This is an optimization exercise on Yosys and OpenROAD, whose aim is small area, a short achievable clock period and few clock cycles per item, not a production implementation. Function was not checked in any run shown here: the RTL went through the layout flow alone.

==> design.v <==
package nn_num_pkg;
    localparam int WORD_BITS = 16;
    localparam int FRAC_BITS = 8;
    localparam int INPUTS = 4;
    localparam int HIDDEN = 3;
    localparam int INPUT_IDX_BITS = $clog2(INPUTS);   
    typedef struct packed {
        logic                 sign;
        logic [WORD_BITS-2:0] body;
    } fix_fields_s;
    typedef union packed {
        logic signed [WORD_BITS-1:0] value;   
        fix_fields_s                 fields;
    } fix_word_u;
endpackage
package nn_seq_pkg;
    localparam int STEP_BITS = 2;
    localparam logic [STEP_BITS-1:0] LAST_WORD = 2'd3;
endpackage
`timescale 1ns/1ps
import nn_num_pkg::*;
import nn_seq_pkg::*;
module sample_loader (
    input  logic                 clk,
    input  logic                 rst_n,
    input  logic                 in_valid_d,
    output logic [STEP_BITS-1:0] count,     
    output logic                 x_valid,   
    output logic [STEP_BITS-1:0] x_step     
);
    always_ff @(posedge clk or negedge rst_n) begin
        if (!rst_n) begin
            count   <= '0;
            x_valid <= 1'b0;
            x_step  <= '0;
        end else begin
            x_valid <= in_valid_d;
            x_step  <= count;
            if (in_valid_d) begin
                count <= count + 1'b1;
            end
        end
    end
endmodule
`timescale 1ns/1ps
import nn_num_pkg::*;
module weight_loader (
    input  logic                                                                   clk,
    input  logic                                                                   rst_n,
    input  logic                                                                   in_valid_d,
    input  logic [nn_seq_pkg::STEP_BITS-1:0]                                       count,
    input  logic                                                                   in_valid_w1,
    input  logic [nn_num_pkg::WORD_BITS-1:0]                                                weight1,
    input  logic                                                                   in_valid_w2,
    input  logic [nn_num_pkg::WORD_BITS-1:0]                                                weight2,
    output logic [nn_num_pkg::HIDDEN-1:0][nn_num_pkg::WORD_BITS-1:0]                 w1_head,   
    output logic [nn_num_pkg::HIDDEN-1:0]                                            w1_ok,     
    output logic [nn_num_pkg::HIDDEN-1:0][nn_num_pkg::WORD_BITS-1:0]                 w2,
    output logic [nn_num_pkg::HIDDEN-1:0]                                            w2_ok
);
    localparam int W1_WORDS = HIDDEN * INPUTS;
    logic [3:0] n1;   
    logic [1:0] n2;   
    always_ff @(posedge clk or negedge rst_n) begin
        if (!rst_n) begin
            n1 <= '0;
            n2 <= '0;
        end else begin
            if (in_valid_w1 && n1 != 4'(W1_WORDS)) begin
                n1 <= n1 + 1'b1;
            end
            if (in_valid_w2 && n2 != 2'(HIDDEN)) begin
                n2 <= n2 + 1'b1;
            end
        end
    end
    logic [HIDDEN-1:0][INPUTS-1:0][WORD_BITS-1:0] w1;
    always_comb begin
        for (int j = 0; j < HIDDEN; j++) begin
            w1_head[j] = w1[j][0];
            w1_ok[j]   = (5'(n1) + 5'(j * INPUTS) + 5'(count)) >= 5'(W1_WORDS);
            w2_ok[j]   = (3'(n2) + 3'(j)) >= 3'(HIDDEN);
        end
    end
    always_ff @(posedge clk) begin
        if (in_valid_w1 || in_valid_d) begin
            for (int j = 0; j < HIDDEN; j++) begin
                for (int k = 0; k < INPUTS - 1; k++) begin
                    w1[j][k] <= w1[j][k+1];
                end
                if (in_valid_d) begin
                    w1[j][INPUTS-1] <= w1[j][0];
                end else if (j < HIDDEN - 1) begin
                    w1[j][INPUTS-1] <= w1[j+1][0];
                end else begin
                    w1[j][INPUTS-1] <= weight1;
                end
            end
        end
    end
    always_ff @(posedge clk) begin
        if (in_valid_w2) begin
            for (int j = 0; j < HIDDEN - 1; j++) begin
                w2[j] <= w2[j+1];
            end
            w2[HIDDEN-1] <= weight2;   
        end
    end
endmodule
`timescale 1ns/1ps
import nn_num_pkg::*;
import nn_seq_pkg::*;
module forward_engine (
    input  logic                                                                   clk,
    input  logic                                                                   rst_n,
    input  logic                                                                   in_valid_d,
    input  logic [nn_num_pkg::WORD_BITS-1:0]                                       data_point,
    input  logic [nn_seq_pkg::STEP_BITS-1:0]                                       count,
    input  logic                                                                   x_valid,
    input  logic [nn_seq_pkg::STEP_BITS-1:0]                                       x_step,
    input  logic [nn_num_pkg::HIDDEN-1:0][nn_num_pkg::WORD_BITS-1:0]                 w1_head,
    input  logic [nn_num_pkg::HIDDEN-1:0]                                            w1_ok,
    input  logic [nn_num_pkg::HIDDEN-1:0][nn_num_pkg::WORD_BITS-1:0]                 w2,
    input  logic [nn_num_pkg::HIDDEN-1:0]                                            w2_ok,
    output logic                                                                   out_valid,
    output logic [nn_num_pkg::WORD_BITS-1:0]                                       out
);
    logic                             out_mul;   
    logic                             out_sum;   
    logic [HIDDEN-1:0][WORD_BITS-1:0] acc;       
    logic [HIDDEN-1:0][WORD_BITS-1:0] mac_a;     
    logic [HIDDEN-1:0]                mac_a_neg;  
    logic [HIDDEN-1:0][WORD_BITS-1:0] mac_a_relu;
    logic [HIDDEN-1:0][WORD_BITS-1:0] next_b;    
    logic [HIDDEN-1:0]                next_ok;
    logic [HIDDEN-1:0][7:0]           next_one;  
    logic [HIDDEN-1:0][7:0]           next_two;
    logic [HIDDEN-1:0][7:0]           next_neg;
    logic [HIDDEN-1:0][7:0]           mac_one;   
    logic [HIDDEN-1:0][7:0]           mac_two;
    logic [HIDDEN-1:0][7:0]           mac_neg;
    logic [HIDDEN-1:0][WORD_BITS-1:0] mac_c;
    logic [HIDDEN-1:0][WORD_BITS-1:0] mac_y;
    always_ff @(posedge clk or negedge rst_n) begin
        if (!rst_n) begin
            out_mul <= 1'b0;
            out_sum <= 1'b0;
        end else begin
            out_mul <= x_valid && (x_step == LAST_WORD);
            out_sum <= out_mul;
        end
    end
    always_comb begin
        for (int j = 0; j < HIDDEN; j++) begin
            if (in_valid_d) begin
                next_b[j]  = w1_head[j];
                next_ok[j] = w1_ok[j];
            end else begin
                next_b[j]  = w2[j];
                next_ok[j] = w2_ok[j];
            end
        end
    end
    for (genvar j = 0; j < HIDDEN; j++) begin : g_enc
        booth_enc enc_i (
            .b   (next_b[j]),
            .ok  (next_ok[j]),
            .one (next_one[j]),
            .two (next_two[j]),
            .neg (next_neg[j])
        );
    end
    always_ff @(posedge clk) begin
        for (int j = 0; j < HIDDEN; j++) begin
            if (in_valid_d) begin
                mac_a[j]     <= data_point;
                mac_a_neg[j] <= 1'b0;
            end else begin
                mac_a[j]     <= mac_y[j];
                mac_a_neg[j] <= mac_y[j][WORD_BITS-1];
            end
        end
        mac_one <= next_one;
        mac_two <= next_two;
        mac_neg <= next_neg;
    end
    always_comb begin
        for (int j = 0; j < HIDDEN; j++) begin
            mac_a_relu[j] = mac_a_neg[j] ? '0 : mac_a[j];
            mac_c[j]      = acc[j];
        end
    end
    for (genvar j = 0; j < HIDDEN; j++) begin : g_mac
        booth_mac mac_i (
            .a    (mac_a_relu[j]),
            .one  (mac_one[j]),
            .two  (mac_two[j]),
            .neg  (mac_neg[j]),
            .c    (mac_c[j]),
            .y    (mac_y[j])
        );
    end
    localparam logic [WORD_BITS-1:0] BOOTH_K = 16'hAB00;
    always_ff @(posedge clk) begin
        for (int j = 0; j < HIDDEN; j++) begin
            if (in_valid_d && count == '0) begin
                acc[j] <= WORD_BITS'(4 * BOOTH_K);
            end else if (x_valid && x_step == LAST_WORD) begin
                acc[j] <= BOOTH_K;
            end else if (x_valid || out_mul) begin
                acc[j] <= mac_y[j];
            end
        end
    end
    always_ff @(posedge clk or negedge rst_n) begin
        if (!rst_n) begin
            out_valid <= 1'b0;
            out       <= '0;
        end else if (out_sum) begin
            out_valid <= 1'b1;
            out       <= acc[0] + acc[1] + acc[2];
        end else begin
            out_valid <= 1'b0;
            out       <= '0;
        end
    end
endmodule
module booth_mac (
    input  logic [15:0] a,     
    input  logic [7:0]  one,   
    input  logic [7:0]  two,   
    input  logic [7:0]  neg,   
    input  logic [15:0] c,     
    output logic [15:0] y
);
    logic [16:0] ax;
    assign ax = {a[15], a};
    logic [7:0][16:0] pp;
    always_comb begin
        for (int k = 0; k < 8; k++) begin
            pp[k][0] = (one[k] & ax[0]) ^ neg[k];
            for (int i = 1; i < 17; i++) begin
                pp[k][i] = ((one[k] & ax[i]) | (two[k] & ax[i-1])) ^ neg[k];
            end
            pp[k][16] = ~pp[k][16];
        end
    end
    logic s1, k2;
    assign s1 = neg[7] ^ c[6];
    assign k2 = neg[7] & c[6];
    logic s3, k4;
    assign s3 = c[7] ^ pp[0][15];
    assign k4 = c[7] & pp[0][15];
    logic s5, k6;
    assign s5 = c[8] ^ pp[0][16];
    assign k6 = c[8] & pp[0][16];
    logic s7, k8;
    assign s7 = neg[4] ^ c[0];
    assign k8 = neg[4] & c[0];
    logic s9, k10;
    assign s9 = c[1] ^ pp[0][9];
    assign k10 = c[1] & pp[0][9];
    logic s11, k12;
    assign s11 = neg[5] ^ c[2] ^ pp[0][10];
    assign k12 = (neg[5] & c[2]) | (neg[5] & pp[0][10]) | (c[2] & pp[0][10]);
    logic s13, k14;
    assign s13 = pp[1][8] ^ pp[2][6];
    assign k14 = pp[1][8] & pp[2][6];
    logic s15, k16;
    assign s15 = c[3] ^ pp[0][11] ^ pp[1][9];
    assign k16 = (c[3] & pp[0][11]) | (c[3] & pp[1][9]) | (pp[0][11] & pp[1][9]);
    logic s17, k18;
    assign s17 = pp[2][7] ^ pp[3][5];
    assign k18 = pp[2][7] & pp[3][5];
    logic s19, k20;
    assign s19 = neg[6] ^ c[4] ^ pp[0][12];
    assign k20 = (neg[6] & c[4]) | (neg[6] & pp[0][12]) | (c[4] & pp[0][12]);
    logic s21, k22;
    assign s21 = pp[1][10] ^ pp[2][8] ^ pp[3][6];
    assign k22 = (pp[1][10] & pp[2][8]) | (pp[1][10] & pp[3][6]) | (pp[2][8] & pp[3][6]);
    logic s23, k24;
    assign s23 = pp[4][4] ^ pp[5][2];
    assign k24 = pp[4][4] & pp[5][2];
    logic s25, k26;
    assign s25 = c[5] ^ pp[0][13] ^ pp[1][11];
    assign k26 = (c[5] & pp[0][13]) | (c[5] & pp[1][11]) | (pp[0][13] & pp[1][11]);
    logic s27, k28;
    assign s27 = pp[2][9] ^ pp[3][7] ^ pp[4][5];
    assign k28 = (pp[2][9] & pp[3][7]) | (pp[2][9] & pp[4][5]) | (pp[3][7] & pp[4][5]);
    logic s29, k30;
    assign s29 = pp[5][3] ^ pp[6][1];
    assign k30 = pp[5][3] & pp[6][1];
    logic s31, k32;
    assign s31 = s1 ^ pp[0][14] ^ pp[1][12];
    assign k32 = (s1 & pp[0][14]) | (s1 & pp[1][12]) | (pp[0][14] & pp[1][12]);
    logic s33, k34;
    assign s33 = pp[2][10] ^ pp[3][8] ^ pp[4][6];
    assign k34 = (pp[2][10] & pp[3][8]) | (pp[2][10] & pp[4][6]) | (pp[3][8] & pp[4][6]);
    logic s35, k36;
    assign s35 = pp[5][4] ^ pp[6][2] ^ pp[7][0];
    assign k36 = (pp[5][4] & pp[6][2]) | (pp[5][4] & pp[7][0]) | (pp[6][2] & pp[7][0]);
    logic s37, k38;
    assign s37 = k2 ^ pp[1][13] ^ pp[2][11];
    assign k38 = (k2 & pp[1][13]) | (k2 & pp[2][11]) | (pp[1][13] & pp[2][11]);
    logic s39, k40;
    assign s39 = pp[3][9] ^ pp[4][7] ^ pp[5][5];
    assign k40 = (pp[3][9] & pp[4][7]) | (pp[3][9] & pp[5][5]) | (pp[4][7] & pp[5][5]);
    logic s41, k42;
    assign s41 = pp[6][3] ^ pp[7][1] ^ s3;
    assign k42 = (pp[6][3] & pp[7][1]) | (pp[6][3] & s3) | (pp[7][1] & s3);
    logic s43, k44;
    assign s43 = pp[1][14] ^ pp[2][12] ^ pp[3][10];
    assign k44 = (pp[1][14] & pp[2][12]) | (pp[1][14] & pp[3][10]) | (pp[2][12] & pp[3][10]);
    logic s45, k46;
    assign s45 = pp[4][8] ^ pp[5][6] ^ pp[6][4];
    assign k46 = (pp[4][8] & pp[5][6]) | (pp[4][8] & pp[6][4]) | (pp[5][6] & pp[6][4]);
    logic s47, k48;
    assign s47 = pp[7][2] ^ k4 ^ s5;
    assign k48 = (pp[7][2] & k4) | (pp[7][2] & s5) | (k4 & s5);
    logic s49, k50;
    assign s49 = c[9] ^ pp[1][15] ^ pp[2][13];
    assign k50 = (c[9] & pp[1][15]) | (c[9] & pp[2][13]) | (pp[1][15] & pp[2][13]);
    logic s51, k52;
    assign s51 = pp[3][11] ^ pp[4][9] ^ pp[5][7];
    assign k52 = (pp[3][11] & pp[4][9]) | (pp[3][11] & pp[5][7]) | (pp[4][9] & pp[5][7]);
    logic s53, k54;
    assign s53 = pp[6][5] ^ pp[7][3] ^ k6;
    assign k54 = (pp[6][5] & pp[7][3]) | (pp[6][5] & k6) | (pp[7][3] & k6);
    logic s55, k56;
    assign s55 = c[10] ^ pp[1][16] ^ pp[2][14];
    assign k56 = (c[10] & pp[1][16]) | (c[10] & pp[2][14]) | (pp[1][16] & pp[2][14]);
    logic s57, k58;
    assign s57 = pp[3][12] ^ pp[4][10] ^ pp[5][8];
    assign k58 = (pp[3][12] & pp[4][10]) | (pp[3][12] & pp[5][8]) | (pp[4][10] & pp[5][8]);
    logic s59, k60;
    assign s59 = pp[6][6] ^ pp[7][4];
    assign k60 = pp[6][6] & pp[7][4];
    logic s61, k62;
    assign s61 = c[11] ^ pp[2][15] ^ pp[3][13];
    assign k62 = (c[11] & pp[2][15]) | (c[11] & pp[3][13]) | (pp[2][15] & pp[3][13]);
    logic s63, k64;
    assign s63 = pp[4][11] ^ pp[5][9] ^ pp[6][7];
    assign k64 = (pp[4][11] & pp[5][9]) | (pp[4][11] & pp[6][7]) | (pp[5][9] & pp[6][7]);
    logic s65, k66;
    assign s65 = c[12] ^ pp[2][16] ^ pp[3][14];
    assign k66 = (c[12] & pp[2][16]) | (c[12] & pp[3][14]) | (pp[2][16] & pp[3][14]);
    logic s67, k68;
    assign s67 = pp[4][12] ^ pp[5][10];
    assign k68 = pp[4][12] & pp[5][10];
    logic s69, k70;
    assign s69 = c[13] ^ pp[3][15] ^ pp[4][13];
    assign k70 = (c[13] & pp[3][15]) | (c[13] & pp[4][13]) | (pp[3][15] & pp[4][13]);
    logic s71, k72;
    assign s71 = c[14] ^ pp[3][16];
    assign k72 = c[14] & pp[3][16];
    logic s73, k74;
    assign s73 = neg[3] ^ pp[0][6];
    assign k74 = neg[3] & pp[0][6];
    logic s75, k76;
    assign s75 = pp[0][7] ^ pp[1][5];
    assign k76 = pp[0][7] & pp[1][5];
    logic s77, k78;
    assign s77 = s7 ^ pp[0][8] ^ pp[1][6];
    assign k78 = (s7 & pp[0][8]) | (s7 & pp[1][6]) | (pp[0][8] & pp[1][6]);
    logic s79, k80;
    assign s79 = pp[2][4] ^ pp[3][2];
    assign k80 = pp[2][4] & pp[3][2];
    logic s81, k82;
    assign s81 = k8 ^ pp[1][7] ^ pp[2][5];
    assign k82 = (k8 & pp[1][7]) | (k8 & pp[2][5]) | (pp[1][7] & pp[2][5]);
    logic s83, k84;
    assign s83 = pp[3][3] ^ pp[4][1] ^ s9;
    assign k84 = (pp[3][3] & pp[4][1]) | (pp[3][3] & s9) | (pp[4][1] & s9);
    logic s85, k86;
    assign s85 = pp[3][4] ^ pp[4][2] ^ pp[5][0];
    assign k86 = (pp[3][4] & pp[4][2]) | (pp[3][4] & pp[5][0]) | (pp[4][2] & pp[5][0]);
    logic s87, k88;
    assign s87 = k10 ^ s13 ^ s11;
    assign k88 = (k10 & s13) | (k10 & s11) | (s13 & s11);
    logic s89, k90;
    assign s89 = pp[4][3] ^ pp[5][1] ^ k14;
    assign k90 = (pp[4][3] & pp[5][1]) | (pp[4][3] & k14) | (pp[5][1] & k14);
    logic s91, k92;
    assign s91 = s17 ^ k12 ^ s15;
    assign k92 = (s17 & k12) | (s17 & s15) | (k12 & s15);
    logic s93, k94;
    assign s93 = pp[6][0] ^ k18 ^ s23;
    assign k94 = (pp[6][0] & k18) | (pp[6][0] & s23) | (k18 & s23);
    logic s95, k96;
    assign s95 = k16 ^ s19 ^ s21;
    assign k96 = (k16 & s19) | (k16 & s21) | (s19 & s21);
    logic s97, k98;
    assign s97 = k24 ^ s29 ^ k20;
    assign k98 = (k24 & s29) | (k24 & k20) | (s29 & k20);
    logic s99, k100;
    assign s99 = k22 ^ s25 ^ s27;
    assign k100 = (k22 & s25) | (k22 & s27) | (s25 & s27);
    logic s101, k102;
    assign s101 = k30 ^ k26 ^ k28;
    assign k102 = (k30 & k26) | (k30 & k28) | (k26 & k28);
    logic s103, k104;
    assign s103 = s31 ^ s33 ^ s35;
    assign k104 = (s31 & s33) | (s31 & s35) | (s33 & s35);
    logic s105, k106;
    assign s105 = k32 ^ k34 ^ k36;
    assign k106 = (k32 & k34) | (k32 & k36) | (k34 & k36);
    logic s107, k108;
    assign s107 = s37 ^ s39 ^ s41;
    assign k108 = (s37 & s39) | (s37 & s41) | (s39 & s41);
    logic s109, k110;
    assign s109 = k38 ^ k40 ^ s43;
    assign k110 = (k38 & k40) | (k38 & s43) | (k40 & s43);
    logic s111, k112;
    assign s111 = s45 ^ k42 ^ s47;
    assign k112 = (s45 & k42) | (s45 & s47) | (k42 & s47);
    logic s113, k114;
    assign s113 = k44 ^ k46 ^ s49;
    assign k114 = (k44 & k46) | (k44 & s49) | (k46 & s49);
    logic s115, k116;
    assign s115 = s51 ^ k48 ^ s53;
    assign k116 = (s51 & k48) | (s51 & s53) | (k48 & s53);
    logic s117, k118;
    assign s117 = s59 ^ k50 ^ k52;
    assign k118 = (s59 & k50) | (s59 & k52) | (k50 & k52);
    logic s119, k120;
    assign s119 = s55 ^ s57 ^ k54;
    assign k120 = (s55 & s57) | (s55 & k54) | (s57 & k54);
    logic s121, k122;
    assign s121 = pp[7][5] ^ k60 ^ k56;
    assign k122 = (pp[7][5] & k60) | (pp[7][5] & k56) | (k60 & k56);
    logic s123, k124;
    assign s123 = k58 ^ s61 ^ s63;
    assign k124 = (k58 & s61) | (k58 & s63) | (s61 & s63);
    logic s125, k126;
    assign s125 = pp[6][8] ^ pp[7][6] ^ s67;
    assign k126 = (pp[6][8] & pp[7][6]) | (pp[6][8] & s67) | (pp[7][6] & s67);
    logic s127, k128;
    assign s127 = k62 ^ k64 ^ s65;
    assign k128 = (k62 & k64) | (k62 & s65) | (k64 & s65);
    logic s129, k130;
    assign s129 = pp[5][11] ^ pp[6][9] ^ pp[7][7];
    assign k130 = (pp[5][11] & pp[6][9]) | (pp[5][11] & pp[7][7]) | (pp[6][9] & pp[7][7]);
    logic s131, k132;
    assign s131 = k68 ^ k66 ^ s69;
    assign k132 = (k68 & k66) | (k68 & s69) | (k66 & s69);
    logic s133, k134;
    assign s133 = pp[4][14] ^ pp[5][12] ^ pp[6][10];
    assign k134 = (pp[4][14] & pp[5][12]) | (pp[4][14] & pp[6][10]) | (pp[5][12] & pp[6][10]);
    logic s135, k136;
    assign s135 = pp[7][8] ^ s71 ^ k70;
    assign k136 = (pp[7][8] & s71) | (pp[7][8] & k70) | (s71 & k70);
    logic s137, k138;
    assign s137 = c[15] ^ pp[4][15] ^ pp[5][13];
    assign k138 = (c[15] & pp[4][15]) | (c[15] & pp[5][13]) | (pp[4][15] & pp[5][13]);
    logic s139, k140;
    assign s139 = pp[6][11] ^ pp[7][9] ^ k72;
    assign k140 = (pp[6][11] & pp[7][9]) | (pp[6][11] & k72) | (pp[7][9] & k72);
    logic s141, k142;
    assign s141 = neg[2] ^ pp[0][4];
    assign k142 = neg[2] & pp[0][4];
    logic s143, k144;
    assign s143 = pp[0][5] ^ pp[1][3];
    assign k144 = pp[0][5] & pp[1][3];
    logic s145, k146;
    assign s145 = pp[1][4] ^ pp[2][2] ^ pp[3][0];
    assign k146 = (pp[1][4] & pp[2][2]) | (pp[1][4] & pp[3][0]) | (pp[2][2] & pp[3][0]);
    logic s147, k148;
    assign s147 = pp[2][3] ^ pp[3][1] ^ k74;
    assign k148 = (pp[2][3] & pp[3][1]) | (pp[2][3] & k74) | (pp[3][1] & k74);
    logic s149, k150;
    assign s149 = pp[4][0] ^ k76 ^ s79;
    assign k150 = (pp[4][0] & k76) | (pp[4][0] & s79) | (k76 & s79);
    logic s151, k152;
    assign s151 = k80 ^ k78 ^ s81;
    assign k152 = (k80 & k78) | (k80 & s81) | (k78 & s81);
    logic s153, k154;
    assign s153 = k82 ^ s85 ^ k84;
    assign k154 = (k82 & s85) | (k82 & k84) | (s85 & k84);
    logic s155, k156;
    assign s155 = k86 ^ s89 ^ k88;
    assign k156 = (k86 & s89) | (k86 & k88) | (s89 & k88);
    logic s157, k158;
    assign s157 = k90 ^ s93 ^ k92;
    assign k158 = (k90 & s93) | (k90 & k92) | (s93 & k92);
    logic s159, k160;
    assign s159 = k94 ^ k96 ^ s97;
    assign k160 = (k94 & k96) | (k94 & s97) | (k96 & s97);
    logic s161, k162;
    assign s161 = k98 ^ k100 ^ s101;
    assign k162 = (k98 & k100) | (k98 & s101) | (k100 & s101);
    logic s163, k164;
    assign s163 = k102 ^ k104 ^ s105;
    assign k164 = (k102 & k104) | (k102 & s105) | (k104 & s105);
    logic s165, k166;
    assign s165 = k106 ^ s109 ^ k108;
    assign k166 = (k106 & s109) | (k106 & k108) | (s109 & k108);
    logic s167, k168;
    assign s167 = k110 ^ s113 ^ k112;
    assign k168 = (k110 & s113) | (k110 & k112) | (s113 & k112);
    logic s169, k170;
    assign s169 = k114 ^ s117 ^ k116;
    assign k170 = (k114 & s117) | (k114 & k116) | (s117 & k116);
    logic s171, k172;
    assign s171 = k118 ^ s121 ^ s123;
    assign k172 = (k118 & s121) | (k118 & s123) | (s121 & s123);
    logic s173, k174;
    assign s173 = k122 ^ s125 ^ k124;
    assign k174 = (k122 & s125) | (k122 & k124) | (s125 & k124);
    logic s175, k176;
    assign s175 = s129 ^ k126 ^ k128;
    assign k176 = (s129 & k126) | (s129 & k128) | (k126 & k128);
    logic s177, k178;
    assign s177 = k130 ^ s133 ^ k132;
    assign k178 = (k130 & s133) | (k130 & k132) | (s133 & k132);
    logic s179, k180;
    assign s179 = k134 ^ s137 ^ s139;
    assign k180 = (k134 & s137) | (k134 & s139) | (s137 & s139);
    logic s181, k182;
    assign s181 = neg[1] ^ pp[0][2];
    assign k182 = neg[1] & pp[0][2];
    logic s183, k184;
    assign s183 = pp[0][3] ^ pp[1][1];
    assign k184 = pp[0][3] & pp[1][1];
    logic s185, k186;
    assign s185 = pp[1][2] ^ pp[2][0] ^ s141;
    assign k186 = (pp[1][2] & pp[2][0]) | (pp[1][2] & s141) | (pp[2][0] & s141);
    logic s187, k188;
    assign s187 = pp[2][1] ^ k142 ^ s143;
    assign k188 = (pp[2][1] & k142) | (pp[2][1] & s143) | (k142 & s143);
    logic s189, k190;
    assign s189 = k144 ^ s73 ^ s145;
    assign k190 = (k144 & s73) | (k144 & s145) | (s73 & s145);
    logic s191, k192;
    assign s191 = s75 ^ k146 ^ s147;
    assign k192 = (s75 & k146) | (s75 & s147) | (k146 & s147);
    logic s193, k194;
    assign s193 = s77 ^ k148 ^ s149;
    assign k194 = (s77 & k148) | (s77 & s149) | (k148 & s149);
    logic s195, k196;
    assign s195 = k150 ^ s83 ^ s151;
    assign k196 = (k150 & s83) | (k150 & s151) | (s83 & s151);
    logic s197, k198;
    assign s197 = k152 ^ s87 ^ s153;
    assign k198 = (k152 & s87) | (k152 & s153) | (s87 & s153);
    logic s199, k200;
    assign s199 = s91 ^ k154 ^ s155;
    assign k200 = (s91 & k154) | (s91 & s155) | (k154 & s155);
    logic s201, k202;
    assign s201 = s95 ^ k156 ^ s157;
    assign k202 = (s95 & k156) | (s95 & s157) | (k156 & s157);
    logic s203, k204;
    assign s203 = s99 ^ k158 ^ s159;
    assign k204 = (s99 & k158) | (s99 & s159) | (k158 & s159);
    logic s205, k206;
    assign s205 = s103 ^ k160 ^ s161;
    assign k206 = (s103 & k160) | (s103 & s161) | (k160 & s161);
    logic s207, k208;
    assign s207 = k162 ^ s107 ^ s163;
    assign k208 = (k162 & s107) | (k162 & s163) | (s107 & s163);
    logic s209, k210;
    assign s209 = k164 ^ s111 ^ s165;
    assign k210 = (k164 & s111) | (k164 & s165) | (s111 & s165);
    logic s211, k212;
    assign s211 = s115 ^ k166 ^ s167;
    assign k212 = (s115 & k166) | (s115 & s167) | (k166 & s167);
    logic s213, k214;
    assign s213 = s119 ^ k168 ^ s169;
    assign k214 = (s119 & k168) | (s119 & s169) | (k168 & s169);
    logic s215, k216;
    assign s215 = k120 ^ s171 ^ k170;
    assign k216 = (k120 & s171) | (k120 & k170) | (s171 & k170);
    logic s217, k218;
    assign s217 = s127 ^ k172 ^ s173;
    assign k218 = (s127 & k172) | (s127 & s173) | (k172 & s173);
    logic s219, k220;
    assign s219 = s131 ^ k174 ^ s175;
    assign k220 = (s131 & k174) | (s131 & s175) | (k174 & s175);
    logic s221, k222;
    assign s221 = s135 ^ k176 ^ s177;
    assign k222 = (s135 & k176) | (s135 & s177) | (k176 & s177);
    logic s223, k224;
    assign s223 = k136 ^ s179 ^ k178;
    assign k224 = (k136 & s179) | (k136 & k178) | (s179 & k178);
    logic [23:0] ra, rb, sum;
    assign ra = {k222, k220, k218, k216, k214, k212, k210, k208, k206, k204, k202, k200, k198, k196, k194, k192, k190, k188, k186, k184, k182, s181, pp[0][1], neg[0]};
    assign rb = {s223, s221, s219, s217, s215, s213, s211, s209, s207, s205, s203, s201, s199, s197, s195, s193, s191, s189, s187, s185, s183, pp[1][0], 1'b0, pp[0][0]};
    assign sum = ra + rb;
    assign y = sum[23:8];
endmodule
module booth_enc (
    input  logic [15:0] b,
    input  logic        ok,
    output logic [7:0]  one,
    output logic [7:0]  two,
    output logic [7:0]  neg
);
    logic [16:0] bx;
    assign bx = {b, 1'b0};
    always_comb begin
        for (int k = 0; k < 8; k++) begin
            one[k] = ok & (bx[2*k+1] ^ bx[2*k]);
            two[k] = ok & ((bx[2*k+2] & ~bx[2*k+1] & ~bx[2*k]) | (~bx[2*k+2] & bx[2*k+1] & bx[2*k]));
            neg[k] = ok & bx[2*k+2];
        end
    end
endmodule
`timescale 1ns/1ps
import nn_num_pkg::*;
import nn_seq_pkg::*;
module nn_top (
    input  logic        clk,
    input  logic        rst_n,
    input  logic        in_valid_d,
    input  logic        in_valid_w1,
    input  logic        in_valid_w2,
    input  logic [15:0] data_point,
    input  logic [15:0] weight1,
    input  logic [15:0] weight2,
    output logic        out_valid,
    output logic [15:0] out
);
    logic                                         x_valid;
    logic [STEP_BITS-1:0]                         x_step;
    logic [STEP_BITS-1:0]                         count;
    logic [HIDDEN-1:0][WORD_BITS-1:0]             w1_head;
    logic [HIDDEN-1:0]                            w1_ok;
    logic [HIDDEN-1:0][WORD_BITS-1:0]             w2;
    logic [HIDDEN-1:0]                            w2_ok;
    sample_loader sample_loader_i (
        .clk          (clk),
        .rst_n        (rst_n),
        .in_valid_d   (in_valid_d),
        .count        (count),
        .x_valid      (x_valid),
        .x_step       (x_step)
    );
    weight_loader weight_loader_i (
        .clk         (clk),
        .rst_n       (rst_n),
        .in_valid_d  (in_valid_d),
        .count       (count),
        .in_valid_w1 (in_valid_w1),
        .weight1     (weight1),
        .in_valid_w2 (in_valid_w2),
        .weight2     (weight2),
        .w1_head     (w1_head),
        .w1_ok       (w1_ok),
        .w2          (w2),
        .w2_ok       (w2_ok)
    );
    forward_engine forward_engine_i (
        .clk          (clk),
        .rst_n        (rst_n),
        .in_valid_d   (in_valid_d),
        .data_point   (data_point),
        .count        (count),
        .x_valid      (x_valid),
        .x_step       (x_step),
        .w1_head      (w1_head),
        .w2           (w2),
        .w1_ok        (w1_ok),
        .w2_ok        (w2_ok),
        .out_valid    (out_valid),
        .out          (out)
    );
endmodule
==> run.sh <==
#!/bin/bash
# synth_recipe.tcl (not shown) runs the flow's synth.tcl, then flattens the netlist and writes it again
# the make line also repeats each setting of config.mk as NAME=value (left out here)
make -C /OpenROAD-flow-scripts/flow DESIGN_CONFIG=/design/flow/config.mk WORK_HOME=/design/flow/orfs CLKGATE_MAP_FILE= SYNTH_SCRIPT=/design/flow/synth_recipe.tcl finish
==> config.mk <==
export PLATFORM = sky130hd
export DESIGN_NAME = nn_top
export DESIGN_NICKNAME = nn_top
export VERILOG_FILES = /design/flow/design.v
export SDC_FILE = /design/flow/constraint.sdc
export NUM_CORES = 4
export LEC_CHECK = 0
export ABC_AREA = 0
export ABC_CLOCK_PERIOD_IN_PS = 4000
export CAP_MARGIN = 20
export CORE_MARGIN = 2
export CORE_UTILIZATION = 65
export SETUP_SLACK_MARGIN = 5
export SLEW_MARGIN = 20
==> constraint.sdc <==
create_clock -name core_clock -period 12.0 [get_ports {clk}]
set_input_delay 2.4000 -clock core_clock [delete_from_list [all_inputs] [get_ports {clk}]]
set_output_delay 2.4000 -clock core_clock [all_outputs]
set_load 0.01 [all_outputs]
==> impl_metrics.prom, run 1 <==
# TYPE chip_impl_metric gauge
chip_impl_metric{name="max_freq",unit="GHz"} 0.159
chip_impl_metric{name="worst_slack",unit="ps"} 5710
chip_impl_info{name="class_of_the_worst_hold_path",value="reg -> reg"} 1
chip_impl_info{name="grt.busiest_layer",value="met2"} 1
chip_impl_metric{name="worst_setup_hold_path_clk_slew",unit="ps"} 60
chip_impl_info{name="ys.flop_type",value="sky130_fd_sc_hd__edfxtp_1"} 1
chip_impl_metric{name="synth.net_count",unit=""} 3917
chip_impl_metric{name="period_needed",unit="ps"} 6290
chip_impl_metric{name="numCtsBuffers",unit=""} 47
chip_impl_metric{name="postSynth.asyncResetShare",unit=""} 0.0680
chip_impl_metric{name="synth_cell_type_count",unit=""} 68
chip_impl_metric{name="die_h",unit="microns"} 232
chip_impl_metric{name="timing.final.max_slew_violations",unit=""} 0
chip_impl_metric{name="post_route_cells_drive_above_1_share",unit=""} 0.0513
chip_impl_metric{name="post-place-cells",unit=""} 3962
chip_impl_metric{name="wl_per_cell",unit="microns"} 23.6
chip_impl_metric{name="timing.clock.skew",unit="ps"} 36.2
chip_impl_metric{name="grt.total_usage",unit=""} 0.360
chip_impl_metric{name="post-route-drc-count",unit=""} 0
chip_impl_metric{name="h_tree_level_count",unit=""} 2
chip_impl_info{name="critical_path.reg2reg.startpoint",value="forward_engine_i.mac_a_neg[1]"} 1
chip_impl_metric{name="synth.yosys.warnings",unit=""} 5
chip_impl_metric{name="dieArea",unit="sq mm"} 0.0537
chip_impl_metric{name="syn-cell-area",unit="sq mm"} 0.0337
chip_impl_metric{name="met1_capacity_usage_during_global_routing",unit=""} 0.488
chip_impl_metric{name="number_of_enable_type_register_cells_in_the_synthesized_netlist",unit=""} 240
chip_impl_metric{name="globalRouteMet3Util",unit=""} 0.0708
chip_impl_metric{name="reg2reg_depth",unit=""} 19
chip_impl_info{name="timing.setup.critical_path_class",value="reg -> reg"} 1
chip_impl_metric{name="grt_pass1_vias",unit=""} 25300
chip_impl_metric{name="synth.avg_cell_area",unit="sq um"} 9.80
chip_impl_metric{name="fp.coreArea",unit="sq mm"} 0.0513
chip_impl_info{name="timing.critical_path.from_type",value="flip-flop"} 1
chip_impl_metric{name="tritoncts_num_sinks",unit=""} 441
chip_impl_metric{name="place_ws",unit="ps"} 5870
chip_impl_metric{name="timing.hold.worst_path_depth",unit=""} 0
chip_impl_metric{name="seq_area_frac_synth",unit=""} 0.338
chip_impl_metric{name="cpPeakStageDelay",unit="ps"} 730
chip_impl_metric{name="route.final.wire_length",unit="microns"} 95500
chip_impl_info{name="crit_path_start",value="forward_engine_i.mac_a_neg[1]"} 1
chip_impl_info{name="slowest_stage",value="sky130_fd_sc_hd__buf_4"} 1
chip_impl_metric{name="fillerInstances",unit=""} 3932
chip_impl_metric{name="routabilityCongestion",unit=""} 0.941
chip_impl_metric{name="via_count",unit=""} 25200
chip_impl_info{name="setup_repair_after_global_routing_missed_its_margin",value="false"} 1
chip_impl_metric{name="drtAntennaViolNets",unit=""} 0
chip_impl_metric{name="drt_first_pass_iters",unit=""} 8
chip_impl_metric{name="count_of_buffers_added_by_post_cts_timing_repair_for_setup",unit=""} 0
chip_impl_metric{name="tns",unit="ps"} 0
chip_impl_metric{name="fp.dieW",unit="microns"} 232
chip_impl_info{name="clock_root_buffer",value="sky130_fd_sc_hd__clkbuf_16"} 1
chip_impl_metric{name="setup_viol",unit=""} 0
chip_impl_info{name="hp-start",value="weight_loader_i.w1[175]"} 1
chip_impl_metric{name="io_buffer_count",unit=""} 69
chip_impl_metric{name="holdWs",unit="ps"} 393
chip_impl_metric{name="max-cap-violations",unit=""} 0
chip_impl_info{name="critical_path_cell_list",value="buf_4, nor2b_1, nand2_1, xor2_1, fa_1, fa_1, fa_1, inv_1, fa_1, ha_1, a21o_1, a21o_1, a21oi_1, o21ai_0, o2111ai_1, nand2_1, o41ai_2, xor2_1, o21ai_1"} 1
chip_impl_metric{name="synth.ff_latch_count",unit=""} 441
chip_impl_metric{name="final_min_period_over_clock_period",unit=""} 0.524
chip_impl_metric{name="hpwlAfterDp",unit="microns"} 67500
chip_impl_metric{name="worst_ep_arrival_time",unit="ps"} 6730
chip_impl_info{name="path_common_cell",value="sky130_fd_sc_hd__fa_1"} 1
chip_impl_metric{name="cts.path.max_buffers",unit=""} 3
chip_impl_metric{name="first_iter_violations",unit=""} 2656
chip_impl_metric{name="area_growth_syn_to_layout",unit="%"} 7.45
chip_impl_metric{name="synth_cells",unit=""} 3438
chip_impl_metric{name="top_level_ports",unit=""} 70
chip_impl_info{name="endpoint_kind",value="flip-flop"} 1
chip_impl_metric{name="starting_utilization_of_the_core_area",unit=""} 0.657
chip_impl_metric{name="global_route.overflow_total",unit=""} 0
chip_impl_metric{name="post_layout_nonfiller_instances",unit=""} 4054
chip_impl_metric{name="grt_util_met2",unit=""} 0.553
chip_impl_metric{name="multi_input_area",unit="sq mm"} 0.0199
chip_impl_metric{name="first_pass_grt_wire_length",unit="microns"} 147000
chip_impl_metric{name="antenna_found_initial",unit=""} 6
chip_impl_metric{name="worst-slew-pin-transition",unit="ps"} 1060
chip_impl_metric{name="clk_lat_worst_skew",unit="ps"} 620
chip_impl_metric{name="data_required_time_of_the_critical_path",unit="ps"} 12450
chip_impl_metric{name="timing.max_slew.rel_slack",unit=""} 0.294
chip_impl_metric{name="grt_start_max_net_pins",unit=""} 94
chip_impl_metric{name="finalHoldViolCount",unit=""} 0
chip_impl_metric{name="hold_buffers",unit=""} 0
chip_impl_info{name="tritoncts",value="built"} 1
chip_impl_metric{name="ff_latch_area",unit="sq mm"} 0.0114
chip_impl_metric{name="worst-path-max-fanout",unit=""} 88
chip_impl_metric{name="placementRows",unit=""} 83
chip_impl_metric{name="post_drt_via_cell_ratio",unit=""} 6.22
chip_impl_info{name="status",value="timing/DRC/antenna clean"} 1
chip_impl_metric{name="cts_resized",unit=""} 0
chip_impl_metric{name="num-nets-final",unit=""} 3810
## worst max-delay path: cells and delay by family, from the launching register on
kind | cells | cell delay, ps
compound gates | 7 | 1420
xor+xnor | 2 | 440
fa+ha+maj | 5 | 2160
buf+inv | 2 | 780
flops | 1 | 580
simple gates | 3 | 680
## final cells by class
class,instances,area share
timing repair buffer,109,0.0273
clock inverter,20,0.00933
sequential,441,0.314
clock buffer,68,0.0369
tap,680,0.0235
antenna,4,0.000276
inverter,364,0.0377
multi-input combinational,2368,0.551
## placed cells by master, fill, tap and decap left out, types with 47 or more instances in the layout
cell type / synthesis / routed
sky130_fd_sc_hd__nor2_1: 465 / 464
sky130_fd_sc_hd__inv_1: 358 / 358
sky130_fd_sc_hd__a22oi_1: 322 / 322
sky130_fd_sc_hd__xnor2_1: 291 / 291
sky130_fd_sc_hd__fa_1: 284 / 284
sky130_fd_sc_hd__edfxtp_1: 240 / 240
sky130_fd_sc_hd__xor2_1: 197 / 197
sky130_fd_sc_hd__dfxtp_1: 171 / 168
sky130_fd_sc_hd__ha_1: 142 / 142
sky130_fd_sc_hd__nand2_1: 130 / 130
sky130_fd_sc_hd__a21oi_1: 102 / 101
sky130_fd_sc_hd__o21ai_0: 93 / 93
sky130_fd_sc_hd__clkdlybuf4s50_1: 0 / 67
sky130_fd_sc_hd__a211oi_1: 60 / 60
sky130_fd_sc_hd__clkbuf_16: 0 / 47
## Yosys cell counts (all sizes together) (2+ instances only)
master,number,area share
or3,8,0.0015
mux2i,3,0.00089
a221oi,3,0.00078
dfxtp,171,0.10
a211oi,60,0.013
a31oi,7,0.0015
and2,26,0.0048
o221ai,3,0.00078
o41ai,2,0.00097
nand2,130,0.014
o21ai,116,0.018
o21bai,7,0.0018
and3b,2,0.00052
a21o,24,0.0053
ha,142,0.053
dfrtp,30,0.022
nand4,6,0.0011
a211o,2,0.00052
xnor2,291,0.076
inv,361,0.040
clkinv,3,0.00033
and3,13,0.0024
o21a,7,0.0016
nor3,7,0.0010
or3b,3,0.00078
clkbuf,239,0.027
o31ai,3,0.00067
mux2,24,0.0080
nor2b,11,0.0025
a22oi,322,0.072
buf,26,0.0041
o211ai,6,0.0015
a311oi,10,0.0026
nand3,20,0.0030
xor2,197,0.051
nor2,465,0.052
nand3b,4,0.00089
edfxtp,240,0.21
nand2b,31,0.0058
fa,284,0.17
o2111ai,2,0.00052
a21oi,106,0.016
or2,9,0.0017
## cell families (layout without fill, tap and decap cells)
kind of cell | count (synthesis) | count (layout) | synth area share
compound gates | 691 | 691 | 0.142
xor+xnor | 488 | 488 | 0.127
fa+ha+maj | 426 | 426 | 0.221
buf+inv | 629 | 561 | 0.0712
flops | 441 | 441 | 0.338
mux | 27 | 27 | 0.00891
other cells | 0 | 4 | 0
simple gates | 736 | 736 | 0.0925
## stage by stage
stage / utilization / instance area (sq um)
floorplan: - / 33700
global placement: 0.673 / 34500
detailed placement: 0.673 / 34500
CTS: 0.706 / 36200
global route: 0.706 / 36200
finish: 0.706 / 36200
## final timing paths
kind / to / slack, ps
setup reg to reg: forward_engine_i.mac_a[31] / 5710
hold / removal: weight_loader_i.w1[159] / 390
hold reg to reg: weight_loader_i.w1[159] / 390
max in group asynchronous: weight_loader_i.n2[0] / 9410
min in group asynchronous: forward_engine_i.out[0] / 2230
setup / recovery: forward_engine_i.mac_a[31] / 5710
## flip-flops by register name, summed over array words and instances, names as in the netlist, 2 cells and up
| signal | flops |
|---|---|
| weight_loader_i.w1 | 192 |
| forward_engine_i.acc | 48 |
| forward_engine_i.mac_a | 48 |
| weight_loader_i.w2 | 48 |
| forward_engine_i.mac_neg | 24 |
| forward_engine_i.mac_one | 24 |
| forward_engine_i.mac_two | 24 |
| forward_engine_i.out | 16 |
| weight_loader_i.n1 | 4 |
| forward_engine_i.mac_a_neg | 3 |
| sample_loader_i.count | 2 |
| sample_loader_i.x_step | 2 |
| weight_loader_i.n2 | 2 |
## metal layers
metal | part of all wire | wire [microns]
met1 | 0.40 | 37900
met2 | 0.45 | 42800
met3 | 0.098 | 9310
met4 | 0.057 | 5450
met5 | 0.00047 | 45
==> run 2: changes to the inputs <==
--- a/config.mk
+++ b/config.mk
@@ -9,6 +9,6 @@
 export ABC_CLOCK_PERIOD_IN_PS = 4000
 export CAP_MARGIN = 20
 export CORE_MARGIN = 2
-export CORE_UTILIZATION = 65
+export CORE_UTILIZATION = 40
 export SETUP_SLACK_MARGIN = 5
 export SLEW_MARGIN = 20
==> impl_metrics.prom, run 2 <==
# TYPE chip_impl_metric gauge
chip_impl_metric{name="post_layout_nonfiller_instances",unit=""} 4453
chip_impl_metric{name="worst-path-max-fanout",unit=""} 56
chip_impl_info{name="mostFrequentLayoutCell",value="sky130_fd_sc_hd__nor2_1"} 1
chip_impl_metric{name="post_drt_via_cell_ratio",unit=""} 5.45
chip_impl_info{name="setup_repair_after_global_routing_missed_its_margin",value="false"} 1
chip_impl_metric{name="post-route-drc-count",unit=""} 0
chip_impl_info{name="clock_root_buffer",value="sky130_fd_sc_hd__clkbuf_16"} 1
chip_impl_metric{name="period_needed",unit="ps"} 6160
chip_impl_info{name="slowest_stage",value="sky130_fd_sc_hd__dfxtp_2"} 1
chip_impl_metric{name="h_tree_level_count",unit=""} 2
chip_impl_info{name="final_cell_mix",value="sky130_fd_sc_hd__nor2_1 (464), sky130_fd_sc_hd__inv_1 (358), sky130_fd_sc_hd__a22oi_1 (322), sky130_fd_sc_hd__xnor2_1 (291), sky130_fd_sc_hd__fa_1 (284)"} 1
chip_impl_metric{name="worst-slew-pin-transition",unit="ps"} 1070
chip_impl_metric{name="count_of_buffers_added_by_post_cts_timing_repair_for_setup",unit=""} 0
chip_impl_metric{name="setup_viol",unit=""} 0
chip_impl_metric{name="max-cap-violations",unit=""} 0
chip_impl_metric{name="worst_setup_hold_path_clk_slew",unit="ps"} 60
chip_impl_info{name="synth.top_cells.by_area",value="sky130_fd_sc_hd__edfxtp_1 (21%), sky130_fd_sc_hd__fa_1 (17%), sky130_fd_sc_hd__dfxtp_1 (10%)"} 1
chip_impl_metric{name="dieArea",unit="sq mm"} 0.0866
chip_impl_metric{name="data_required_time_of_the_critical_path",unit="ps"} 12480
chip_impl_metric{name="first_iter_violations",unit=""} 2587
chip_impl_metric{name="cpPeakStageDelay",unit="ps"} 1020
chip_impl_metric{name="seq_area_frac_synth",unit=""} 0.338
chip_impl_info{name="yosysMostFrequentCell",value="sky130_fd_sc_hd__nor2_1"} 1
chip_impl_metric{name="starting_utilization_of_the_core_area",unit=""} 0.403
chip_impl_metric{name="critical_path.n_buffers_inverters",unit=""} 2
chip_impl_metric{name="hpwlAfterDp",unit="microns"} 68700
chip_impl_metric{name="synth.yosys.warnings",unit=""} 5
chip_impl_metric{name="cts_resized",unit=""} 0
chip_impl_metric{name="routabilityCongestion",unit=""} 0.893
chip_impl_metric{name="synth.net_count",unit=""} 3917
chip_impl_info{name="timing.setup.critical_path_class",value="reg -> reg"} 1
chip_impl_metric{name="synth_cells",unit=""} 3438
chip_impl_metric{name="ff_latch_area",unit="sq mm"} 0.0114
chip_impl_info{name="top_register",value="weight_loader_i.w1"} 1
chip_impl_info{name="synthDominantAreaCellType",value="sky130_fd_sc_hd__edfxtp_1"} 1
chip_impl_metric{name="synth.avg_cell_area",unit="sq um"} 9.80
chip_impl_metric{name="post_route_cells_drive_above_1_share",unit=""} 0.0496
chip_impl_metric{name="fp.coreArea",unit="sq mm"} 0.0836
chip_impl_metric{name="synth_cell_type_count",unit=""} 68
chip_impl_metric{name="io_buffer_count",unit=""} 69
chip_impl_metric{name="fillerInstances",unit=""} 8098
chip_impl_metric{name="clk_lat_worst_skew",unit="ps"} 620
chip_impl_metric{name="max_freq",unit="GHz"} 0.162
chip_impl_info{name="class_of_the_worst_hold_path",value="reg -> reg"} 1
chip_impl_metric{name="antenna_found_initial",unit=""} 1
chip_impl_metric{name="tritoncts_num_sinks",unit=""} 441
chip_impl_metric{name="postSynth.asyncResetShare",unit=""} 0.0680
chip_impl_metric{name="timing.max_slew.rel_slack",unit=""} 0.288
chip_impl_metric{name="grt_start_max_net_pins",unit=""} 81
chip_impl_metric{name="syn-cell-area",unit="sq mm"} 0.0337
chip_impl_metric{name="first_pass_grt_wire_length",unit="microns"} 147000
chip_impl_info{name="ys.flop_type",value="sky130_fd_sc_hd__edfxtp_1"} 1
chip_impl_info{name="critical-path-top-delay-family",value="adder cells"} 1
chip_impl_metric{name="finalHoldViolCount",unit=""} 0
chip_impl_metric{name="area_growth_syn_to_layout",unit="%"} 8.46
chip_impl_info{name="status",value="timing/DRC/antenna clean"} 1
chip_impl_metric{name="route.final.wire_length",unit="microns"} 94900
chip_impl_metric{name="post-place-cells",unit=""} 4358
chip_impl_metric{name="timing.clock.skew",unit="ps"} 68.2
chip_impl_metric{name="wl_per_cell",unit="microns"} 21.3
chip_impl_metric{name="grt_pass1_vias",unit=""} 24100
chip_impl_metric{name="die_h",unit="microns"} 294
chip_impl_metric{name="tns",unit="ps"} 0
chip_impl_metric{name="via_count",unit=""} 24200
chip_impl_info{name="endpoint_kind",value="flip-flop"} 1
chip_impl_metric{name="placementRows",unit=""} 106
chip_impl_info{name="tritoncts",value="built"} 1
chip_impl_metric{name="num-nets-final",unit=""} 3807
chip_impl_metric{name="multi_input_area",unit="sq mm"} 0.0199
chip_impl_metric{name="grt.total_usage",unit=""} 0.222
chip_impl_metric{name="global_route.overflow_total",unit=""} 0
chip_impl_info{name="timing.critical_path.from_type",value="flip-flop"} 1
chip_impl_metric{name="timing.final.max_slew_violations",unit=""} 0
chip_impl_info{name="path_common_cell",value="sky130_fd_sc_hd__fa_1"} 1
chip_impl_metric{name="final_min_period_over_clock_period",unit=""} 0.513
chip_impl_metric{name="synth.ff_latch_count",unit=""} 441
chip_impl_metric{name="numCtsBuffers",unit=""} 48
chip_impl_metric{name="cts.path.max_buffers",unit=""} 3
chip_impl_metric{name="drt_first_pass_iters",unit=""} 6
chip_impl_metric{name="drtAntennaViolNets",unit=""} 0
chip_impl_metric{name="top_level_ports",unit=""} 70
chip_impl_info{name="critical_path_cell_list",value="buf_4, nor2_1, xnor2_1, fa_1, fa_1, fa_1, inv_1, fa_1, ha_1, a21o_1, a21o_1, a21oi_1, o21ai_0, o2111ai_1, nand2_1, o41ai_2, xor2_1, o21ai_1"} 1
chip_impl_metric{name="yosysTopAreaCellShare",unit=""} 0.214
chip_impl_metric{name="largest_reg_flops",unit=""} 192
chip_impl_metric{name="hold_buffers",unit=""} 0
chip_impl_metric{name="number_of_enable_type_register_cells_in_the_synthesized_netlist",unit=""} 240
chip_impl_metric{name="worst_ep_arrival_time",unit="ps"} 6640
chip_impl_info{name="synth_top_cells_by_count",value="sky130_fd_sc_hd__nor2_1 (465), sky130_fd_sc_hd__inv_1 (358), sky130_fd_sc_hd__a22oi_1 (322), sky130_fd_sc_hd__xnor2_1 (291), sky130_fd_sc_hd__fa_1 (284)"} 1
chip_impl_metric{name="fp.dieW",unit="microns"} 294
[run 2: cell counts after synthesis]
No cell type changed its count.
[run 2: final timing paths]
kind	startpoint	to	slack, ps	cells past startpoint
worst min register to register	weight_loader_i.w1[105]	weight_loader_i.w1[89]	410	0
min in group asynchronous	rst_n	weight_loader_i.n2[1]	1880	1
worst min-delay path	weight_loader_i.w1[105]	weight_loader_i.w1[89]	410	0
worst max-delay path	forward_engine_i.mac_a_neg[1]	forward_engine_i.mac_a[31]	5840	18
max in group asynchronous	rst_n	forward_engine_i.out[13]	9580	1
worst max register to register	forward_engine_i.mac_a_neg[1]	forward_engine_i.mac_a[31]	5840	18
[run 2: kinds of logic after synthesis]
kind of cell,Yosys count,synth area share
compound gates,691,0.142
xor+xnor,488,0.127
fa+ha+maj,426,0.221
buf+inv,629,0.0712
flops,441,0.338
mux,27,0.00891
simple gates,736,0.0925
[run 2: metrics by stage]
stage	cell area, sq um	util	setup WS [ps]	hold slack [ps]
CTS	36500	0.437	5920	416
finish	36600	0.438	5840	413
global route	36500	0.437	5380	421
global placement	35000	0.419	5960	400
detailed placement	35000	0.419	5940	405
floorplan	33700	-	5960	368
[run 2: layout make-up]
type	instances	area share
clock buffer	63	0.0350
antenna	5	0.000342
inverter	364	0.0374
tap	1080	0.0370
sequential	441	0.311
timing repair buffer	105	0.0261
clock inverter	27	0.00722
multi-input combinational	2368	0.546
[run 2: layer usage]
metal | wire length (microns) | global-route usage | vias up
met5 | 10 | 0 | -
met4 | 2780 | 0.0647 | 2
met3 | 6830 | 0.0378 | 175
met2 | 43200 | 0.351 | 887
met1 | 42100 | 0.313 | 12000
li1 | - | - | 11200
==> run 3: changes to the inputs <==
==> flow/run.sh (new file) <==
#!/bin/bash
set -euo pipefail
MARGIN=${MARGIN:-7}
TNS=${TNS:-100}
# The standard synthesis, unchanged
bash standard.sh synth > synth.log 2>&1
# The rest of the standard flow with the wider repair margin
sed -e "s/SETUP_SLACK_MARGIN=[-0-9.]*/SETUP_SLACK_MARGIN=$MARGIN TNS_END_PERCENT=$TNS/" standard.sh > layout.sh
grep -q "SETUP_SLACK_MARGIN=$MARGIN" layout.sh
bash layout.sh finish > layout.log 2>&1
==> standard.sh (new file) <==
#!/bin/bash
# synth_recipe.tcl (not shown) runs the flow's synth.tcl, then flattens the netlist and writes it again
# the make line also repeats each setting of config.mk as NAME=value (left out here)
make -C /OpenROAD-flow-scripts/flow DESIGN_CONFIG=/design/flow/config.mk WORK_HOME=/design/flow/orfs CLKGATE_MAP_FILE= SYNTH_SCRIPT=/design/flow/synth_recipe.tcl "${@:-finish}"
removed: run.sh
==> impl_metrics.prom, run 3 <==
# TYPE chip_impl_metric gauge
chip_impl_metric{name="data_required_time_of_the_critical_path",unit="ps"} 12470
chip_impl_metric{name="route.final.wire_length",unit="microns"} 99900
chip_impl_metric{name="synth_cells",unit=""} 3438
chip_impl_metric{name="placementRows",unit=""} 106
chip_impl_metric{name="post-route-drc-count",unit=""} 0
chip_impl_metric{name="num-nets-final",unit=""} 3960
chip_impl_metric{name="h_tree_level_count",unit=""} 2
chip_impl_metric{name="max_freq",unit="GHz"} 0.200
chip_impl_metric{name="first_pass_grt_wire_length",unit="microns"} 151000
chip_impl_metric{name="fp.dieW",unit="microns"} 294
chip_impl_metric{name="tns",unit="ps"} 0
chip_impl_metric{name="worst_ep_arrival_time",unit="ps"} 5450
chip_impl_info{name="timing.setup.critical_path_class",value="reg -> reg"} 1
chip_impl_metric{name="grt.total_usage",unit=""} 0.228
chip_impl_metric{name="drt_first_pass_iters",unit=""} 5
chip_impl_info{name="top_register",value="weight_loader_i.w1"} 1
chip_impl_metric{name="finalHoldViolCount",unit=""} 0
chip_impl_metric{name="synth.avg_cell_area",unit="sq um"} 9.80
chip_impl_metric{name="timing.max_slew.rel_slack",unit=""} 0.317
chip_impl_info{name="clock_root_buffer",value="sky130_fd_sc_hd__clkbuf_16"} 1
chip_impl_metric{name="largest_reg_flops",unit=""} 192
chip_impl_metric{name="worst_setup_hold_path_clk_slew",unit="ps"} 70
chip_impl_metric{name="routabilityCongestion",unit=""} 0.927
chip_impl_metric{name="starting_utilization_of_the_core_area",unit=""} 0.403
chip_impl_metric{name="timing.clock.skew",unit="ps"} 56.5
chip_impl_info{name="endpoint_kind",value="flip-flop"} 1
chip_impl_metric{name="hpwlAfterDp",unit="microns"} 68500
chip_impl_metric{name="postSynth.asyncResetShare",unit=""} 0.0680
chip_impl_info{name="synth_top_cells_by_count",value="sky130_fd_sc_hd__nor2_1 (465), sky130_fd_sc_hd__inv_1 (358), sky130_fd_sc_hd__a22oi_1 (322), sky130_fd_sc_hd__xnor2_1 (291), sky130_fd_sc_hd__fa_1 (284)"} 1
chip_impl_info{name="timing.critical_path.from_type",value="flip-flop"} 1
chip_impl_info{name="synth.top_cells.by_area",value="sky130_fd_sc_hd__edfxtp_1 (21%), sky130_fd_sc_hd__fa_1 (17%), sky130_fd_sc_hd__dfxtp_1 (10%)"} 1
chip_impl_metric{name="fillerInstances",unit=""} 7773
chip_impl_metric{name="area_growth_syn_to_layout",unit="%"} 15.7
chip_impl_info{name="final_cell_mix",value="sky130_fd_sc_hd__nor2_1 (457), sky130_fd_sc_hd__inv_1 (353), sky130_fd_sc_hd__a22oi_1 (306), sky130_fd_sc_hd__xnor2_1 (283), sky130_fd_sc_hd__fa_1 (268)"} 1
chip_impl_metric{name="drtAntennaViolNets",unit=""} 0
chip_impl_metric{name="worst-path-max-fanout",unit=""} 8
chip_impl_info{name="yosysMostFrequentCell",value="sky130_fd_sc_hd__nor2_1"} 1
chip_impl_info{name="class_of_the_worst_hold_path",value="reg -> reg"} 1
chip_impl_metric{name="period_needed",unit="ps"} 4990
chip_impl_metric{name="die_h",unit="microns"} 294
chip_impl_metric{name="synth.yosys.warnings",unit=""} 5
chip_impl_metric{name="number_of_enable_type_register_cells_in_the_synthesized_netlist",unit=""} 240
chip_impl_metric{name="global_route.overflow_total",unit=""} 0
chip_impl_metric{name="fp.coreArea",unit="sq mm"} 0.0836
chip_impl_metric{name="first_iter_violations",unit=""} 2653
chip_impl_metric{name="post_route_cells_drive_above_1_share",unit=""} 0.147
chip_impl_info{name="ys.flop_type",value="sky130_fd_sc_hd__edfxtp_1"} 1
chip_impl_info{name="setup_repair_after_global_routing_missed_its_margin",value="true"} 1
chip_impl_info{name="tritoncts",value="built"} 1
chip_impl_info{name="mostFrequentLayoutCell",value="sky130_fd_sc_hd__nor2_1"} 1
chip_impl_metric{name="yosysTopAreaCellShare",unit=""} 0.214
chip_impl_info{name="synthDominantAreaCellType",value="sky130_fd_sc_hd__edfxtp_1"} 1
chip_impl_metric{name="dieArea",unit="sq mm"} 0.0866
chip_impl_metric{name="antenna_found_initial",unit=""} 7
chip_impl_metric{name="timing.final.max_slew_violations",unit=""} 0
chip_impl_metric{name="multi_input_area",unit="sq mm"} 0.0205
chip_impl_metric{name="worst-slew-pin-transition",unit="ps"} 1020
chip_impl_metric{name="grt_start_max_net_pins",unit=""} 87
chip_impl_metric{name="io_buffer_count",unit=""} 69
chip_impl_metric{name="tritoncts_num_sinks",unit=""} 441
chip_impl_metric{name="via_count",unit=""} 25200
chip_impl_metric{name="numCtsBuffers",unit=""} 48
chip_impl_metric{name="hold_buffers",unit=""} 0
chip_impl_metric{name="synth.net_count",unit=""} 3917
chip_impl_metric{name="setup_viol",unit=""} 0
chip_impl_info{name="status",value="timing/DRC/antenna clean"} 1
chip_impl_metric{name="synth_cell_type_count",unit=""} 68
chip_impl_metric{name="seq_area_frac_synth",unit=""} 0.338
chip_impl_metric{name="clk_lat_worst_skew",unit="ps"} 620
chip_impl_metric{name="grt_pass1_vias",unit=""} 24400
chip_impl_metric{name="ff_latch_area",unit="sq mm"} 0.0117
chip_impl_metric{name="wl_per_cell",unit="microns"} 21.7
chip_impl_metric{name="synth.ff_latch_count",unit=""} 441
chip_impl_metric{name="final_min_period_over_clock_period",unit=""} 0.416
chip_impl_metric{name="top_level_ports",unit=""} 70
chip_impl_metric{name="post_drt_via_cell_ratio",unit=""} 5.49
chip_impl_metric{name="syn-cell-area",unit="sq mm"} 0.0337
chip_impl_metric{name="max-cap-violations",unit=""} 0
chip_impl_metric{name="cts.path.max_buffers",unit=""} 3
run 3: cell counts after synthesis:
Identical to the previous run, type by type.
run 3: logic make-up after synthesis:
logic type	count (synthesis)	share of synthesized area
buffers and inverters	629	0.0712
adders and majority gates	426	0.221
xor gates and xnor gates	488	0.127
and+or+nand+nor	736	0.0925
DFF	441	0.338
AOI/OAI and AO/OA	691	0.142
muxes	27	0.00891
run 3: critical path, stage by stage, from the launching register on:
cell,delay [ps]
sky130_fd_sc_hd__dfxtp_4,400
sky130_fd_sc_hd__buf_4,150
sky130_fd_sc_hd__or2_1,250
sky130_fd_sc_hd__nand2_1,90
sky130_fd_sc_hd__xor2_1,170
sky130_fd_sc_hd__ha_1,260
sky130_fd_sc_hd__fa_1,460
sky130_fd_sc_hd__fa_2,360
sky130_fd_sc_hd__fa_1,470
sky130_fd_sc_hd__fa_1,600
sky130_fd_sc_hd__ha_4,220
sky130_fd_sc_hd__nand4_1,200
sky130_fd_sc_hd__o21ai_2,100
sky130_fd_sc_hd__o2111ai_2,250
sky130_fd_sc_hd__nand2_2,110
sky130_fd_sc_hd__o41ai_4,340
sky130_fd_sc_hd__buf_4,170
sky130_fd_sc_hd__mux2i_1,180
sky130_fd_sc_hd__nand2_1,70
run 3: path summary, 6_finish.rpt:
check	startpoint	slack (ps)	cells after the start	endpoint
worst min register to register	weight_loader_i.w1[159]	410	0	weight_loader_i.w1[143]
min in group asynchronous	rst_n	1960	1	weight_loader_i.n1[3]
worst max-delay path	forward_engine_i.mac_two[8]	7010	18	forward_engine_i.acc[31]
max in group asynchronous	rst_n	9400	1	forward_engine_i.out[11]
worst min-delay path	weight_loader_i.w1[159]	410	0	weight_loader_i.w1[143]
worst max register to register	forward_engine_i.mac_two[8]	7010	18	forward_engine_i.acc[31]
run 3: per-layer routing:
metal | up-vias | share of wire | track usage
met1 | 12300 | 0.43 | 0.326
met2 | 1204 | 0.44 | 0.348
met4 | 0 | 0.041 | 0.0759
met5 | - | 0 | 0
li1 | 11500 | - | -
met3 | 236 | 0.087 | 0.0377
run 3: what timing repair did:
action / 4_1_cts / 5_1_grt
pin swaps: 7 / 51
setup buffers: 26 / 123
setup endpoints to repair: 68 / 45
gates cloned: 4 / 3
gates resized for setup: 172 / 147
run 3: through the flow:
step / worst slack [ps] / hold WS (ps) / utilization / cells / instance area (sq um)
finish: 7010 / 411 / 0.467 / 4602 / 39000
global route: 6870 / 421 / 0.467 / 4601 / 39000
CTS: 7000 / 413 / 0.447 / 4475 / 37300
detailed placement: 5710 / 405 / 0.419 / 4355 / 35000
global placement: 5750 / 400 / 0.419 / 4355 / 35000
floorplan: 7000 / 368 / - / 3438 / 33800
run 3: layout make-up:
| cell class | instances | area share |
|---|---|---|
| Multi-Input combinational cell | 2368 | 0.525 |
| Sequential cell | 441 | 0.300 |
| Timing Repair Buffer | 258 | 0.0638 |
| Inverter | 364 | 0.0351 |
| Tap cell | 1080 | 0.0347 |
| Clock buffer | 59 | 0.0324 |
| Clock inverter | 31 | 0.00809 |
| Antenna cell | 1 | 0.0000642 |

## re-timing with driven ports
In the flow no input, the clock included, has a driving cell. The finished layouts below were timed again as built, in two steps. Step 1 (the two cells are an assumption about what drives the block):
set clk [get_ports {clk}]
set_driving_cell -lib_cell sky130_fd_sc_hd__clkbuf_16 $clk
set_driving_cell -lib_cell sky130_fd_sc_hd__buf_2 [delete_from_list [all_inputs] $clk]
Step 2 adds t to the input delays and takes it off the output delays; t is the mean of the earliest and latest rising clock arrival at the registers after step 1. Input paths then give back, and output paths get back, about the clock's delay inside the block. Three values: ideal, step 1, step 2; two values: the first two.
run | shift t [ns] | slack for setup (ns) | worst register clock-pin slew, ns
run 1 | 0.667 | 5.714 / 5.714 / 5.714 | 0.07 / 0.07
run 2 | 0.651 | 5.843 / 5.843 / 5.843 | 0.07 / 0.07
run 3 | 0.662 | 7.011 / 7.011 / 6.907 | 0.07 / 0.07
After both steps every run listed still meets setup and hold. For run 3, which loses most, drivers alone change the setup slack by 0.000 ns; drivers and shift together by -0.104 ns.
